This is an optimization exercise on Yosys and OpenROAD, whose aim is small area, not a production implementation. Function was checked by simulation only, so behaviour that the tests miss may differ from the original. Power is estimated from default activity; no workload was simulated.

### flow/constraint.sdc
create_clock -name core_clock -period 4.5 [get_ports {gty_tx_usr_clk}]
set_input_delay 0.9000 -clock core_clock [delete_from_list [all_inputs] [get_ports {gty_tx_usr_clk}]]
set_output_delay 0.9000 -clock core_clock [all_outputs]
set_load 0.01 [all_outputs]
### flow/design.v
`timescale 1ns/1ps
`default_nettype none
package pcs_pkg;
    typedef logic [31:0] xgmii_data_t;       
    typedef logic [3:0]  xgmii_ctrl_t;       
    localparam logic [7:0] XGMII_IDLE  = 8'h07;
    localparam logic [7:0] XGMII_START = 8'hFB;
    localparam logic [7:0] XGMII_TERM  = 8'hFD;
    localparam logic [7:0] XGMII_ERROR = 8'hFE;
endpackage
`default_nettype wire
`timescale 1ns/1ps
`default_nettype none
import pcs_pkg::*;
module pcs (
    input  wire         gty_tx_usr_clk,
    input  wire         i_arst_n,
    input  pcs_pkg::xgmii_data_t i_xgmii_txd,
    input  pcs_pkg::xgmii_ctrl_t i_xgmii_txc,
    input  wire         i_xgmii_valid,
    output logic        o_xgmii_pause,
    output pcs_pkg::xgmii_data_t o_tx_gearbox_data,
    output logic        o_tx_gearbox_valid,
    output logic        o_tx_encoding_err
);
    logic        hi_q;           
    logic        f0_q;           
    logic        f1_q;           
    logic        f2_q;           
    logic        fresh_q;        
    logic [5:0]  stall_q;        
    logic        run_q;
    logic [5:0]  fill_q;         
    logic        trdy, accept, form, gacc, emit, jhi;
    logic [3:0]  o;              
    assign trdy   = (stall_q != 6'd32);
    assign accept = i_xgmii_valid & trdy;
    assign form   = accept & hi_q;
    assign gacc   = (f1_q | f2_q) & trdy;
    assign emit   = fill_q[5] | fill_q[4];           
    assign jhi    = fill_q[5];                       
    assign o      = fill_q[3:0];
    assign o_xgmii_pause = ~trdy;
    always_ff @(posedge gty_tx_usr_clk or negedge i_arst_n) begin
        if (!i_arst_n) begin
            hi_q               <= 1'b0;
            f0_q               <= 1'b0;
            f1_q               <= 1'b0;
            f2_q               <= 1'b0;
            fresh_q            <= 1'b1;
            stall_q            <= 6'd0;
            run_q              <= 1'b0;
            fill_q             <= 6'd0;
            o_tx_gearbox_valid <= 1'b0;
            o_tx_encoding_err  <= 1'b0;
        end else begin
            if (accept) hi_q <= ~hi_q;
            if (trdy) begin
                f0_q <= form;
                f1_q <= f0_q;
                f2_q <= f1_q;
            end
            if (form) fresh_q <= 1'b0;
            run_q <= run_q | gacc;
            if (run_q | gacc)
                stall_q <= trdy ? stall_q + 6'd1 : 6'd0;
            fill_q <= fill_q - {emit, 4'd0} + (gacc ? {1'b0, 1'b1, 3'd0, f1_q} : 6'd0);
            o_tx_gearbox_valid <= emit;
            o_tx_encoding_err  <= form & blk_err;
        end
    end
    logic [31:0] lo_d_q;
    logic [3:0]  lo_c_q;
    logic [63:0] txd;
    logic [7:0]  txc;
    logic [7:0]  l_idle, l_err, l_term;
    logic        all_data, start, code_ok, term_any, blk_err, blk_code, blk_data;
    logic [7:0]  term;           
    logic [7:0]  below;          
    logic [7:0]  ttype;
    logic [63:0] pay;            
    always_ff @(posedge gty_tx_usr_clk) begin
        if (accept & ~hi_q) begin
            lo_d_q <= i_xgmii_txd;
            lo_c_q <= i_xgmii_txc;
        end
    end
    assign txd = {i_xgmii_txd, lo_d_q};
    assign txc = {i_xgmii_txc, lo_c_q};
    always_comb begin
        for (int j = 0; j < 8; j++) begin
            l_idle[j] = (txd[8*j +: 8] == XGMII_IDLE);
            l_err[j]  = (txd[8*j +: 8] == XGMII_ERROR);
            l_term[j] = (txd[8*j +: 8] == XGMII_TERM);
        end
        all_data = (txc == 8'h00);
        start    = (txc == 8'h01) && (txd[7:0] == XGMII_START);
        code_ok  = (txc == 8'hFF) && ((l_idle | l_err) == 8'hFF);
        for (int k = 0; k < 8; k++) begin
            term[k] = (txc == 8'(8'hFF << k)) && l_term[k];
            for (int j = k + 1; j < 8; j++)
                if (!l_idle[j]) term[k] = 1'b0;
        end
        term_any = |term;
        blk_err  = ~(all_data | start | code_ok | term_any);
        blk_code = code_ok | blk_err;
        blk_data = all_data | start;
        for (int j = 0; j < 8; j++) begin
            below[j] = 1'b0;
            for (int k = j + 1; k < 8; k++)
                below[j] = below[j] | term[k];
        end
        ttype = 8'h00;
        if (term[0]) ttype = ttype | 8'h87;
        if (term[1]) ttype = ttype | 8'h99;
        if (term[2]) ttype = ttype | 8'hAA;
        if (term[3]) ttype = ttype | 8'hB4;
        if (term[4]) ttype = ttype | 8'hCC;
        if (term[5]) ttype = ttype | 8'hD2;
        if (term[6]) ttype = ttype | 8'hE1;
        if (term[7]) ttype = ttype | 8'hFF;
        pay = '0;
        pay[7:0] = (all_data ? txd[7:0] : 8'h00) | (start ? 8'h78 : 8'h00) |
                   (blk_code ? 8'h1E : 8'h00) | ttype;
        for (int i = 8; i < 64; i++)
            pay[i] = (blk_data & txd[i]) | (below[(i - 8) / 8] & txd[i - 8]);
        for (int j = 0; j < 8; j++)
            pay[7*j+9 +: 4] = pay[7*j+9 +: 4] | {4{blk_code & (blk_err | l_err[j])}};
    end
    logic [63:0] blk_q;          
    logic        hdr_q;          
    logic [63:0] prev;
    logic [63:0] scr;
    always_comb begin
        prev = blk_q | {64{fresh_q}};
        for (int i = 0; i < 64; i++)
            scr[i] = pay[i] ^ (i >= 39 ? scr[i-39] : prev[i+25])
                            ^ (i >= 58 ? scr[i-58] : prev[i+6]);
    end
    always_ff @(posedge gty_tx_usr_clk) begin
        if (form) begin
            blk_q <= scr;
            hdr_q <= all_data;
        end
    end
    logic [31:0] hi_half_q;      
    logic [31:0] rin, rot, rhi, m;
    logic [31:0] w0_q, w1_q, w2_q;
    logic [63:0] rdbl;
    logic        a0, a1;
    always_ff @(posedge gty_tx_usr_clk) begin
        if (gacc & f1_q)
            hi_half_q <= blk_q[63:32];
    end
    always_comb begin
        rin  = f1_q ? {blk_q[29:0], ~hdr_q, hdr_q} : hi_half_q;
        rdbl = {rin, rin} << {o, 1'b0};
        rot  = rdbl[63:32];
        for (int p = 0; p < 32; p++)
            m[p] = (p / 2 >= o);
        rhi  = (m & {16{blk_q[31:30]}}) | (~m & rot);
        a0   = gacc & ~jhi;
        a1   = gacc & jhi;
    end
    always_ff @(posedge gty_tx_usr_clk) begin
        for (int p = 0; p < 32; p++) begin
            w0_q[p] <= (a0 & m[p]) ? rot[p] : (emit ? w1_q[p] : w0_q[p]);
            w1_q[p] <= a0 ? rhi[p] : ((a1 & m[p]) ? rot[p] : w2_q[p]);
        end
        w2_q <= rhi;
        o_tx_gearbox_data <= w0_q;
    end
endmodule
`default_nettype wire
### flow/config.mk
export PLATFORM = sky130hd
export DESIGN_NAME = pcs
export DESIGN_NICKNAME = pcs
export VERILOG_FILES = /design/flow/design.v
export SDC_FILE = /design/flow/constraint.sdc
export NUM_CORES = 4
export LEC_CHECK = 0
export CAP_MARGIN = 0
export CORE_MARGIN = 2
export CORE_UTILIZATION = 40
export CTS_BUF_LIST = sky130_fd_sc_hd__clkbuf_4
export SLEW_MARGIN = 0
### flow/run.sh
#!/bin/bash
# synth_recipe.tcl (not shown) runs the flow's synth.tcl, then flattens the netlist and writes it again
# the make line also repeats each setting of config.mk as NAME=value (left out here)
make -C /OpenROAD-flow-scripts/flow DESIGN_CONFIG=/design/flow/config.mk WORK_HOME=/design/flow/orfs CLKGATE_MAP_FILE= SYNTH_SCRIPT=/design/flow/synth_recipe.tcl finish
==> results.toml, run 1 <==
[clock_network]
cts_tree = "yes"
ctsResizeCount = 0
clk_latency_ns = 0.75
cts.sinks = 281
postCtsSetupBuffers = 0
htree_num_levels = 3
ctsHoldBuffers = 0
path_clk_slew_ns = 0.07
cts_buffers = 77
clockBufferDepth = 3
cts_root_buffer = "clkbuf_4"

[sta]
fin_tns_setup_ns = 0
setup_ws_ns = 0.565
slew_violations = 0
max_slew_margin = 0.284
clock_skew_ns = 0.0523
rsz0062_at_grt = "no"
layout_min_cycle_time_ns = 3.94
period_share = 0.874
tightestPinTransition_ns = 1.07
hold_violations = 0
setup_viol_count_final = 0
max_freq_mhz = 254

[global_routing]
grt_pass1_wl_mm = 64.1
antenna_found_initial = 2
grtUsageTotal = 0.223
grt.overflow.total = 0
grt_pass1_vias = 10800
grt_max_degree = 51

[worst_hold_path]
worstHoldEndpoint = "o_tx_gearbox_data[17]"
worstHoldStart = "w0_q[17]"
hold_path.class = "reg2reg"
hold_depth = 0

[die]
start_util = 0.407
core_um2 = 35700
ios = 74
die_area_um2 = 37800
fp.dieW_um = 194
die-height_um = 194
std_cell_rows = 69

[critical_path]
worstReg2RegEnd = "blk_q[33]"
crit_arrival_ns = 4.39
crit_fanout = 5
cp.required_ns = 4.95
rr_startpoint = "lo_d_q[21]"
crit_path_end_kind = "flop"
r2r_slack_ns = 0.90
path_class = "in2reg"
r2r_cells = 10
worst_setup_path_start_kind = "input pin"

[yosys]
synth-seq-cells = 281
synthesis.instances = 1318
synthDistinctLibCells = 77
seq_area_frac_synth = 0.509
syn_area_per_cell_um2 = 11.0
yosysWarnings = 1
syn_nets = 1372
async_flop_share = 0.0712
syn_area_um2 = 14500
ys.flop_type = "edfxtp_1"
synth-edff-count = 165

[placed_design]
place_ws_ns = -0.183
portBuffers = 73
place.gp.congestion = 0.910
dpl.hpwl_mm = 31.7
dpl.cell_count = 1861

[drt]
antenna_left = 0
post-route-drc-count = 0
wire_per_inst_um = 21.0
dr.pass1.iters = 25
drtIter0Drc = 958
wl_mm = 42.0
viasPerCell = 5.59
via_count = 11200

[final_layout]
final_util = 0.481
syn2layout_area_growth_pct = 18.3
fin_nets = 1533
final_cells = 2002
drive_above_1_share = 0.199

[power_and_ir_drop]
vdd_drop_max_uv = 235
p_per_area_nw_per_um2 = 784
fin_total_pwr_w = 0.0135
p_leak_nw = 6.52

[flow_run]
drv_cap = 0

[run_status]
status = "complete, no violations"
cell usage after synthesis (all sizes together), types with 6 or more instances:
cell type	instances	area (µm²)
o21ai	72	360
nand4	13	103
buf	15	73.8
nand2	171	642
nor4	9	77.6
clkbuf	54	203
a22oi	24	180
edfxtp	165	4950
or4	6	45.0
mux2	29	327
o22ai	47	294
inv	20	75.1
mux4	32	721
dfrtp	19	475
and3	8	50.1
xnor2	125	1180
and4	7	61.3
mux2i	52	558
nand2b	7	43.8
a211oi	7	52.6
a221oi	33	352
nand3	27	140
nor2	131	492
nor3	11	55.1
a21oi	53	265
xor2	11	104
dfxtp	96	1920
ha	14	175
layer usage:
metal	GRT usage	part of all wire
met5	0	0
met4	0.0838	0.029
met3	0.0427	0.063
met2	0.376	0.49
met1	0.285	0.42
worst max-delay path, stage by stage:
cell             delay (ns)
clkdlybuf4s50_1        0.41
or4_1                  0.56
or2_1                  0.31
buf_4                  0.18
nor4_4                 0.34
o21ai_1                0.15
or4b_1                 0.31
buf_4                  0.21
nand2b_1               0.19
nand2_1                0.16
a221oi_1               0.49
xnor2_1                0.16
flip-flops by register name, indices dropped and copies added, names as in the netlist:
name / flops
o_tx_gearbox_valid: 1
w2_q: 32
o_tx_encoding_err: 1
f2_q: 1
lo_d_q: 32
hi_half_q: 32
fill_q: 6
stall_q: 6
lo_c_q: 4
blk_q: 64
w1_q: 32
f0_q: 1
fresh_q: 1
f1_q: 1
o_tx_gearbox_data: 32
run_q: 1
hi_q: 1
hdr_q: 1
w0_q: 32
final cells by class:
| class | instances | area, µm² |
|---|---|---|
| fillers | 3306 | 18500 |
| clock inverters | 21 | 120 |
| well taps | 461 | 577 |
| multi-input cells | 946 | 6770 |
| inverters | 22 | 82.6 |
| clock buffers | 118 | 886 |
| flip-flops and latches | 281 | 7380 |
| repair buffers | 151 | 1330 |
| diodes | 2 | 5.00 |
stage by stage:
step	cell area [µm²]	hold slack [ns]
finish	17100	0.317
global route	17100	0.335
CTS	17100	0.329
detailed placement	16100	0.327
global placement	16100	0.323
floorplan	14500	0.323
cells in the final DEF, fill, tap and decap left out, drive strengths merged, types with 21 or more instances in the layout:
cell,n
a21oi,53
a221oi,33
a22oi,24
buf,78
clkbuf,118
clkdlybuf4s50,73
dfxtp,96
edfxtp,165
inv,21
mux2,29
mux2i,52
mux4,32
nand2,171
nand3,27
nor2,131
o21ai,72
o22ai,47
xnor2,125
how the worst max path moves through the flow:
stage / start / to / slack [ns]
after floorplan: i_xgmii_txd[20] / blk_q[62] / 0.86
after global placement: i_xgmii_txd[20] / blk_q[33] / -0.12
after detailed placement: i_xgmii_txd[20] / blk_q[33] / -0.18
after CTS: i_xgmii_txd[20] / blk_q[33] / 0.63
after global routing: i_xgmii_txd[21] / blk_q[33] / 0.47
final: i_xgmii_txd[20] / blk_q[33] / 0.56
logic make-up after synthesis:
kind of cell,after synthesis,synth area share
AOI/OAI and AO/OA,258,0.116
and+or+nand+nor,423,0.136
muxes,113,0.111
adders and majority gates,15,0.0135
xor gates and xnor gates,137,0.0899
buffers and inverters,91,0.0248
DFF,281,0.509
power breakdown:
part | switching, W | leakage, nW | internal, W
Clock | 0.00108 | 0.593 | 0.00125
Combinational | 0.00346 | 3.32 | 0.00271
Sequential | 0.000759 | 2.61 | 0.00419
==> inputs of run 2 (changes only) <==
--- a/flow/config.mk
+++ b/flow/config.mk
@@ -9,4 +9,4 @@
 export CORE_MARGIN = 2
-export CORE_UTILIZATION = 40
-export CTS_BUF_LIST = sky130_fd_sc_hd__clkbuf_4
+export CORE_UTILIZATION = 65
+export CTS_BUF_LIST = sky130_fd_sc_hd__clkbuf_8
 export SLEW_MARGIN = 0
==> results.toml, run 2 <==
[critical_path]
crit_arrival_ns = 4.27
crit_end = "blk_q[40]"
r2r_slack_ns = 0.95
worstReg2RegEnd = "blk_q[40]"
crit_start = "i_xgmii_txd[12]"
rr_startpoint = "lo_d_q[3]"
crit_path_end_kind = "flop"
path_class = "in2reg"
r2r_cells = 9
crit_fanout = 5
cp.required_ns = 4.83
worst_setup_path_start_kind = "input pin"

[clock_network]
cts_root_buffer = "clkbuf_8"
cts_tree = "yes"
postCtsSetupBuffers = 0
cts.sinks = 281
clockBufferDepth = 3
path_clk_slew_ns = 0.06
clk_latency_ns = 0.59
ctsHoldBuffers = 0
htree_num_levels = 2
cts_buffers = 46
ctsResizeCount = 0

[yosys]
synthDistinctLibCells = 77
ys.flop_type = "edfxtp_1"
synth_top_area_share = 0.342
synth.area.top_cells = "edfxtp_1 (34%), dfxtp_1 (13%), xnor2_1 (6.9%), mux4_2 (5.0%), nand2_1 (4.4%)"
seq_area_frac_synth = 0.509
syn_nets = 1372
synth-edff-count = 165
yosys.cell_count.top_type = "nand2_1"
synthTopCellsByCount = "nand2_1 (171), edfxtp_1 (165), nor2_1 (131)"
synthesis.instances = 1318
yosysWarnings = 1
synth-seq-cells = 281
yosysTopAreaCell = "edfxtp_1"
syn_area_per_cell_um2 = 11.0
async_flop_share = 0.0712
syn_area_um2 = 14500

[flow_run]
drv_cap = 0

[sta]
slew_violations = 0
period_share = 0.876
max_freq_mhz = 254
tightestPinTransition_ns = 1.09
rsz0062_at_grt = "no"
clock_skew_ns = 0.0482
setup_viol_count_final = 0
timing.hold.ws_ns = 0.336
max_slew_margin = 0.275
hold_violations = 0
layout_min_cycle_time_ns = 3.94

[die]
start_util = 0.662
std_cell_rows = 54
fp.dieW_um = 153
core_um2 = 21900
die_area_um2 = 23500
die-height_um = 153
ios = 74

[final_layout]
largest_register_ffs = 64
drive_above_1_share = 0.158
largest-register = "blk_q"
layout_common_cells = "nand2_1 (171), edfxtp_1 (165), nor2_1 (130)"
fin_nets = 1496
final_common_cell = "nand2_1"
syn2layout_area_growth_pct = 15.7

[global_routing]
grt_use_met2 = 0.600
grtUsageTotal = 0.356
use_met1 = 0.423
grt.overflow.total = 0
grt_max_degree = 66
antenna_found_initial = 1
use_met3 = 0.0610
grt_pass1_vias = 11200
busiest_layer = "met2"
grt_pass1_wl_mm = 64.1

[power_and_ir_drop]
power_frac_clock = 0.162
vdd_drop_max_uv = 426
p_leak_nw = 6.42
fin_total_pwr_w = 0.0134
comb_power_share = 0.462
seqPwrFrac = 0.376
p_sw_frac = 0.404
p_sw_w = 0.00543
p_int_w = 0.00799
p_per_area_nw_per_um2 = 800

[drt]
wl_mm = 42.0
drtIter0Drc = 1455
post-route-drc-count = 0
via_count = 11500
dr.pass1.iters = 6
wire_per_inst_um = 23.9
antenna_left = 0
viasPerCell = 6.52

[placed_design]
place.gp.congestion = 0.977
dpl.hpwl_mm = 31.3
portBuffers = 73

[run_status]
status = "complete, no violations"

[worst_hold_path]
hold_path.class = "reg2reg"
[run 2: cell counts after synthesis]
No cell type changed its count.
[run 2: worst min-delay path by stage]
stage                   from               endpoint  slack, ns  cells after the start
floorplan            w0_q[0]   o_tx_gearbox_data[0]       0.32                      0
global placement    w0_q[10]  o_tx_gearbox_data[10]       0.32                      0
detailed placement  w0_q[26]  o_tx_gearbox_data[26]       0.33                      0
CTS                 w0_q[12]  o_tx_gearbox_data[12]       0.34                      0
global route         w0_q[5]   o_tx_gearbox_data[5]       0.34                      0
finish              w0_q[12]  o_tx_gearbox_data[12]       0.34                      0
[run 2: kinds of logic (layout without fill, tap and decap cells)]
family / Yosys count / in the layout / share of synthesized area
flops: 281 / 281 / 0.509
mux: 113 / 113 / 0.111
simple gates: 423 / 423 / 0.136
buf+inv: 91 / 252 / 0.0248
other cells: 0 / 1 / 0
xor+xnor: 137 / 137 / 0.0899
compound gates: 258 / 258 / 0.116
fa+ha+maj: 15 / 15 / 0.0135
[run 2: per-layer routing]
layer | wire length [µm] | vias to the layer above
met1 | 15000 | 5491
met2 | 20500 | 702
met3 | 3550 | 174
met4 | 2940 | 0
li1 | - | 5110
met5 | 0 | -
[run 2: critical path, cell delays in order]
cell             delay (ns)
clkdlybuf4s50_1        0.48
nor4_1                 0.55
nand4_1                0.35
or2_0                  0.29
o221ai_1               0.32
or4b_1                 0.20
buf_4                  0.15
mux2i_1                0.14
a221oi_1               0.54
xnor2_1                0.18
xnor2_1                0.16
[run 2: power by group through the flow]
stage	clock, W	sequential (W)	combinational (W)
after floorplan	0	0.00470	0.00439
after global placement	0	0.00501	0.00587
after detailed placement	0	0.00507	0.00606
after CTS	0.00218	0.00502	0.00611
after global routing	0.00229	0.00513	0.00674
final	0.00217	0.00505	0.00620
[run 2: area by class of cell]
class / instances / area (µm²)
sequential: 281 / 7380
multi-input combinational: 946 / 6770
fill: 1482 / 5120
timing repair buffer: 145 / 1300
clock buffer: 52 / 716
tap: 280 / 350
clock inverter: 33 / 176
inverter: 22 / 82.6
antenna: 1 / 2.50
[run 2: stage by stage]
| stage | util | cell area, µm² | setup WS, ns | TNS (ns) | cells |
|---|---|---|---|---|---|
| final | 0.766 | 16800 | 0.559 | 0 | 1760 |
| after global routing | 0.766 | 16800 | 0.389 | 0 | 1759 |
| after CTS | 0.766 | 16800 | 0.566 | 0 | 1759 |
| after detailed placement | 0.725 | 15900 | -0.0319 | -0.0319 | 1674 |
| after global placement | 0.725 | 15900 | 0.0320 | 0 | 1674 |
| after floorplan | - | 14500 | 0.857 | 0 | 1318 |
==> inputs of run 3 (changes only) <==
--- a/flow/config.mk
+++ b/flow/config.mk
@@ -7,6 +7,5 @@
 export LEC_CHECK = 0
-export CAP_MARGIN = 0
+export CAP_MARGIN = 20
 export CORE_MARGIN = 2
-export CORE_UTILIZATION = 65
-export CTS_BUF_LIST = sky130_fd_sc_hd__clkbuf_8
-export SLEW_MARGIN = 0
+export CORE_UTILIZATION = 40
+export SLEW_MARGIN = 20
==> results.toml, run 3 <==
[run_status]
status = "complete, no violations"

[power_and_ir_drop]
power_frac_clock = 0.186
fin_total_pwr_w = 0.0137
p_sw_frac = 0.383
vdd_drop_max_uv = 335
seqPwrFrac = 0.362
comb_power_share = 0.452
p_sw_w = 0.00524
p_int_w = 0.00844
p_leak_nw = 6.45
p_per_area_nw_per_um2 = 796

[yosys]
synth-edff-count = 165
yosysWarnings = 1
syn_nets = 1372
synth.area.top_cells = "edfxtp_1 (34%), dfxtp_1 (13%), xnor2_1 (6.9%), mux4_2 (5.0%), nand2_1 (4.4%)"
yosys.cell_count.top_type = "nand2_1"
synth-seq-cells = 281
synth_top_area_share = 0.342
syn_area_per_cell_um2 = 11.0
yosysTopAreaCell = "edfxtp_1"
async_flop_share = 0.0712
seq_area_frac_synth = 0.509
synthTopCellsByCount = "nand2_1 (171), edfxtp_1 (165), nor2_1 (131)"
ys.flop_type = "edfxtp_1"
synthesis.instances = 1318
synthDistinctLibCells = 77
syn_area_um2 = 14500

[sta]
slew_violations = 0
setup_ws_ns = 0.390
setup_viol_count_final = 0
hold_violations = 0
max_freq_mhz = 243
layout_min_cycle_time_ns = 4.11
rsz0062_at_grt = "no"
max_slew_margin = 0.304
tightestPinTransition_ns = 1.04
clock_skew_ns = 0.0171
period_share = 0.913

[placed_design]
dpl.hpwl_mm = 31.7
dpl.cell_count = 1861
place.gp.congestion = 0.910
portBuffers = 73
place_ws_ns = -0.183

[final_layout]
fillCellCount = 3255
largest_register_ffs = 64
fin_nets = 1487
drive_above_1_share = 0.160
final_util = 0.482
layout_common_cells = "nand2_1 (171), edfxtp_1 (165), nor2_1 (130)"
antenna_cells = 0
final_common_cell = "nand2_1"
largest-register = "blk_q"
syn2layout_area_growth_pct = 18.5
final_cells = 1918

[clock_network]
cts_tree = "yes"
cts.sinks = 281
postCtsSetupBuffers = 0
ctsResizeCount = 0
cts_root_buffer = "clkbuf_16"
cts_buffers = 30
htree_num_levels = 1
path_clk_slew_ns = 0.06
clockBufferDepth = 3
clk_latency_ns = 0.56
ctsHoldBuffers = 0

[drt]
dr.pass1.iters = 21
antenna_left = 0
wire_per_inst_um = 21.6
post-route-drc-count = 0
via_count = 10900
drtIter0Drc = 979
viasPerCell = 5.66
wl_mm = 41.5

[die]
fp.dieW_um = 194
std_cell_rows = 69
die-height_um = 194
die_area_um2 = 37800
start_util = 0.407
core_um2 = 35700
ios = 74

[worst_hold_path]
hold_path.class = "in2async"

[critical_path]
rr_startpoint = "lo_d_q[21]"
crit_path_end_kind = "flop"
worstReg2RegEnd = "blk_q[33]"
cp.required_ns = 4.78
r2r_slack_ns = 0.87
crit_end = "blk_q[33]"
r2r_cells = 10
crit_fanout = 5
crit_arrival_ns = 4.39
crit_start = "i_xgmii_txd[20]"
path_class = "in2reg"
worst_setup_path_start_kind = "input pin"

[global_routing]
grt_pass1_wl_mm = 63.3
grt.overflow.total = 0
grt_max_degree = 51
grt_pass1_vias = 10400
antenna_found_initial = 0
grtUsageTotal = 0.218

[flow_run]
drv_cap = 0
[run 3: cell counts after synthesis]
Identical to the previous run, type by type.
[run 3: how the worst min path moves through the flow]
stage / start / endpoint / slack (ns) / cells past startpoint
6_report: i_arst_n / fill_q[3] / 0.31 / 1
5_1_grt: i_arst_n / o_tx_gearbox_valid / 0.33 / 1
4_1_cts: w0_q[30] / o_tx_gearbox_data[30] / 0.34 / 0
3_5_place_dp: w0_q[12] / o_tx_gearbox_data[12] / 0.33 / 0
3_3_place_gp: w0_q[12] / o_tx_gearbox_data[12] / 0.32 / 0
2_1_floorplan: w0_q[0] / o_tx_gearbox_data[0] / 0.32 / 0
[run 3: critical path, stage by stage]
cell and delay, ns:
clkdlybuf4s50_1 0.41, or4_1 0.56, or2_1 0.30, buf_4 0.17, nor4_4 0.34, o21ai_1 0.15, or4b_1 0.31, buf_4 0.21
nand2b_1 0.19, nand2_1 0.16, a221oi_1 0.51, xnor2_1 0.16
[run 3: kinds of logic after synthesis]
| group | count (synthesis) | share of synthesized area |
|---|---|---|
| AO/OA/AOI/OAI | 258 | 0.116 |
| AND/OR/NAND/NOR | 423 | 0.136 |
| multiplexers | 113 | 0.111 |
| XOR/XNOR | 137 | 0.0899 |
| adder cells (fa/ha/maj) | 15 | 0.0135 |
| flip-flops | 281 | 0.509 |
| buffers and inverters | 91 | 0.0248 |
[run 3: area by class of cell]
type                    count  area, µm²  share of cell area
flip-flops and latches    281       7380               0.430
multi-input cells         946       6770               0.394
repair buffers            152       1350              0.0786
clock buffers              39        830              0.0483
well taps                 461        577              0.0336
clock inverters            17        190              0.0111
inverters                  22       82.6             0.00481
[run 3: power groups by stage]
stage | logic [W] | registers, W | clock network [W]
final | 0.00618 | 0.00495 | 0.00255
after global routing | 0.00682 | 0.00506 | 0.00271
after CTS | 0.00617 | 0.00496 | 0.00260
after detailed placement | 0.00614 | 0.00500 | 0
after global placement | 0.00602 | 0.00497 | 0
after floorplan | 0.00439 | 0.00470 | 0
[run 3: per-layer routing]
metal / vias up / share of wire / track usage
met1: 5240 / 0.42 / 0.288
met5: - / 0 / 0
met3: 87 / 0.060 / 0.0279
li1: 5075 / - / -
met2: 453 / 0.49 / 0.376
met4: 0 / 0.031 / 0.0624
[run 3: stage by stage]
step | area [µm²] | setup TNS [ns] | hold slack, ns
floorplan | 14500 | 0 | 0.323
global placement | 16100 | -0.255 | 0.323
detailed placement | 16100 | -0.358 | 0.327
CTS | 17200 | 0 | 0.341
global route | 17200 | 0 | 0.331
finish | 17200 | 0 | 0.307
==> inputs of run 4 (changes only) <==
==> flow/flow/run.sh (new file) <==
#!/bin/bash
# Standard layout with two changes: the port buffers use buf_2, and the clock
# tree uses large sink clusters on clkbuf_16 without dummy loads.
set -o pipefail
export BUFFER_PORTS_ARGS="-buffer_cell sky130_fd_sc_hd__buf_2"
export CTS_ARGS="-sink_clustering_enable -repair_clock_nets -sink_clustering_size 25 -sink_clustering_max_diameter 80 -buf_list sky130_fd_sc_hd__clkbuf_16 -dont_use_dummy_load"
bash standard.sh > standard.log 2>&1
==> flow/standard.sh (new file) <==
#!/bin/bash
# synth_recipe.tcl (not shown) runs the flow's synth.tcl, then flattens the netlist and writes it again
# the make line also repeats each setting of config.mk as NAME=value (left out here)
make -C /OpenROAD-flow-scripts/flow DESIGN_CONFIG=/design/flow/config.mk WORK_HOME=/design/flow/orfs CLKGATE_MAP_FILE= SYNTH_SCRIPT=/design/flow/synth_recipe.tcl "${@:-finish}"
--- a/flow/config.mk
+++ b/flow/config.mk
@@ -7,5 +7,6 @@
 export LEC_CHECK = 0
-export CAP_MARGIN = 20
+export CAP_MARGIN = 0
 export CORE_MARGIN = 2
-export CORE_UTILIZATION = 40
-export SLEW_MARGIN = 20
+export CORE_UTILIZATION = 65
+export GPL_TIMING_DRIVEN = 0
+export SLEW_MARGIN = 0
removed: flow/run.sh
==> results.toml, run 4 <==
[run_status]
status = "complete, no violations"

[final_layout]
largest-register = "blk_q"
fin_nets = 1465
layout_common_cells = "nand2_1 (171), edfxtp_1 (165), nor2_1 (130)"
drive_above_1_share = 0.141
syn2layout_area_growth_pct = 8.03
final_cells = 1689
final_common_cell = "nand2_1"
largest_register_ffs = 64
stdcell_area_um2 = 15700
antenna_cells = 0
fillCellCount = 1610
final_util = 0.716

[power_and_ir_drop]
p_leak_nw = 5.86
power_frac_clock = 0.115
vdd_drop_max_uv = 571
p_int_w = 0.00726
seqPwrFrac = 0.389
p_sw_frac = 0.420
p_per_area_nw_per_um2 = 800
p_sw_w = 0.00527
comb_power_share = 0.495

[global_routing]
grt_pass1_vias = 10700
grt.overflow.total = 0
grt_pass1_wl_mm = 62.9
grt_max_degree = 40
antenna_found_initial = 0
grtUsageTotal = 0.352

[critical_path]
r2r_cells = 9
crit_path_end_kind = "flop"
crit_slowest_cell = "or4_1"
path_common_cell = "xnor2_1"
crit_arrival_ns = 4.30
worstReg2RegEnd = "blk_q[40]"
r2r_slack_ns = 0.56
path_class = "in2reg"
worst_setup_path_start_kind = "input pin"
crit_fanout = 10
rr_startpoint = "lo_d_q[12]"
crit_buf_inv = 2
critPathMaxStageDelay_ns = 0.59
crit_chain = "buf_2 -> or4_1 -> or2_1 -> buf_6 -> a222oi_1 -> nand4_4 -> mux2i_1 -> a221oi_1 -> xnor2_1 -> xnor2_1"
cp.required_ns = 4.75
critPathTopFamily = "simple AND/OR/NAND/NOR gates"

[yosys]
syn_area_per_cell_um2 = 11.0
seq_area_frac_synth = 0.509
synth-xor-area-share = 0.0899
synthDistinctLibCells = 77
synth_compound_area_frac = 0.116
yosysWarnings = 1
synth_top_family_by_area = "simple AND/OR/NAND/NOR gates"
synth-seq-cells = 281
syn_nets = 1372
synthSimpleGateAreaFrac = 0.136
synth_top_area_share = 0.342
synthMuxAreaShare = 0.111
async_flop_share = 0.0712
synth-adder-area-share = 0.0135
yosys.cell_count.top_type = "nand2_1"
synth.area.top_cells = "edfxtp_1 (34%), dfxtp_1 (13%), xnor2_1 (6.9%), mux4_2 (5.0%), nand2_1 (4.4%)"
synthesis.instances = 1318
yosysTopAreaCell = "edfxtp_1"
syn_area_um2 = 14500
ys.flop_type = "edfxtp_1"
synth-edff-count = 165
synthTopCellsByCount = "nand2_1 (171), edfxtp_1 (165), nor2_1 (131)"

[clock_network]
clk_latency_ns = 0.52
htree_num_levels = 1
postCtsSetupBuffers = 0
path_clk_slew_ns = 0.10
ctsHoldBuffers = 0
clockBufferDepth = 3
ctsResizeCount = 0
cts_root_buffer = "clkbuf_16"
cts_tree = "yes"
cts_buffers = 16
cts.sinks = 281

[worst_hold_path]
hold_path.class = "in2async"

[sta]
setup_ws_ns = 0.445
setup_viol_count_final = 0
timing.hold.ws_ns = 0.320
tightestPinTransition_ns = 1.08
rsz0062_at_grt = "no"
slew_violations = 0
layout_min_cycle_time_ns = 4.06
hold_violations = 0
max_freq_mhz = 247
clock_skew_ns = 0.0398
period_share = 0.901
max_slew_margin = 0.280

[die]
start_util = 0.662
fp.dieW_um = 153
die-height_um = 153
std_cell_rows = 54
core_um2 = 21900
ios = 74
die_area_um2 = 23500

[drt]
drtIter0Drc = 1123
via_count = 11100
wire_per_inst_um = 24.7
wl_mm = 41.8
viasPerCell = 6.55
dr.pass1.iters = 6
post-route-drc-count = 0
antenna_left = 0

[flow_run]
drv_cap = 0

[placed_design]
portBuffers = 73
dpl.hpwl_mm = 31.8
place.gp.congestion = 1.00
dpl.cell_count = 1673
place_ws_ns = -0.0398
dpl-instance-area_um2 = 15300
## run 4: logic make-up after synthesis
logic type               after synthesis
flip-flops                           281
AO/OA/AOI/OAI                        258
adder cells (fa/ha/maj)               15
XOR/XNOR                             137
multiplexers                         113
buffers and inverters                 91
AND/OR/NAND/NOR                      423
## run 4: final cells by class
type                    count  area (µm²)  share of cell area
plain buffers              69         277              0.0177
inverters                  22        82.6             0.00527
flip-flops and latches    281        7380               0.471
repair buffers             75         405              0.0259
clock buffers              16         400              0.0256
well taps                 280         350              0.0224
multi-input cells         946        6770               0.432
## run 4: how the worst max path moves through the flow
stage          cells past startpoint        end  slack, ns            start
6_report                          10  blk_q[40]       0.44  i_xgmii_txd[20]
5_1_grt                           10  fill_q[5]       0.32             f1_q
4_1_cts                           10  blk_q[40]       0.47  i_xgmii_txd[20]
3_5_place_dp                      10  blk_q[40]      -0.04  i_xgmii_txd[20]
3_3_place_gp                      10  blk_q[40]       0.04  i_xgmii_txd[20]
2_1_floorplan                     11  blk_q[62]       0.86  i_xgmii_txd[20]
## run 4: metal layers
layer,share of wire,track usage,up-vias,wire length (µm)
li1,-,-,5021,-
met1,0.37,0.432,5290,15200
met4,0.067,0.203,0,2810
met5,0,0,-,0
met2,0.49,0.606,621,20500
met3,0.077,0.0397,127,3210
## run 4: stage by stage
stage	power, W	setup TNS, ns
after CTS	0.0124	0
final	0.0125	0
after floorplan	0.00910	0
after global placement	0.0107	0
after global routing	0.0132	0
after detailed placement	0.0110	-0.0398
## run 4: power groups by stage
stage | clock network (W) | registers, W | logic (W)
2_1_floorplan | 0 | 0.00470 | 0.00439
3_3_place_gp | 0 | 0.00487 | 0.00584
3_5_place_dp | 0 | 0.00490 | 0.00605
4_1_cts | 0.00144 | 0.00485 | 0.00610
5_1_grt | 0.00152 | 0.00496 | 0.00673
6_report | 0.00145 | 0.00488 | 0.00621

-- static timing again, ports no longer ideal --
Ports are ideal in the flow. The routed layouts listed here were re-timed in OpenROAD. Step 1 (the two cells are an assumption about what drives the block):
set clk [get_ports {gty_tx_usr_clk}]
set_driving_cell -lib_cell sky130_fd_sc_hd__clkbuf_16 $clk
set_driving_cell -lib_cell sky130_fd_sc_hd__buf_2 [delete_from_list [all_inputs] $clk]
Step 2 also shifts input and output timing later by t, the mid clock arrival at the registers, as if the neighbouring blocks saw the same clock. Slacks: no drivers / after step 1 / after step 2; pairs: no drivers / after step 1.
run | shift t [ns] | slack for setup (ns) | hold WS [ns] | cell pins on the clock port's net
run 1 | 0.774 | 0.565 / 0.587 / -0.187 | 0.317 / 0.317 / 0.317 | 1
run 2 | 0.618 | 0.559 / 0.583 / -0.035 | 0.336 / 0.336 / 0.336 | 1
run 3 | 0.601 | 0.390 / 0.414 / -0.187 | 0.307 / 0.284 / 0.340 | 1
run 4 | 0.548 | 0.445 / 0.477 / -0.071 | 0.320 / 0.289 / 0.347 | 1
With both steps, setup timing fails in every run listed, where it was met with ideal ports. The setup slack of run 1, which loses most, moves by +0.022 ns with the drivers and by -0.752 ns with both steps.
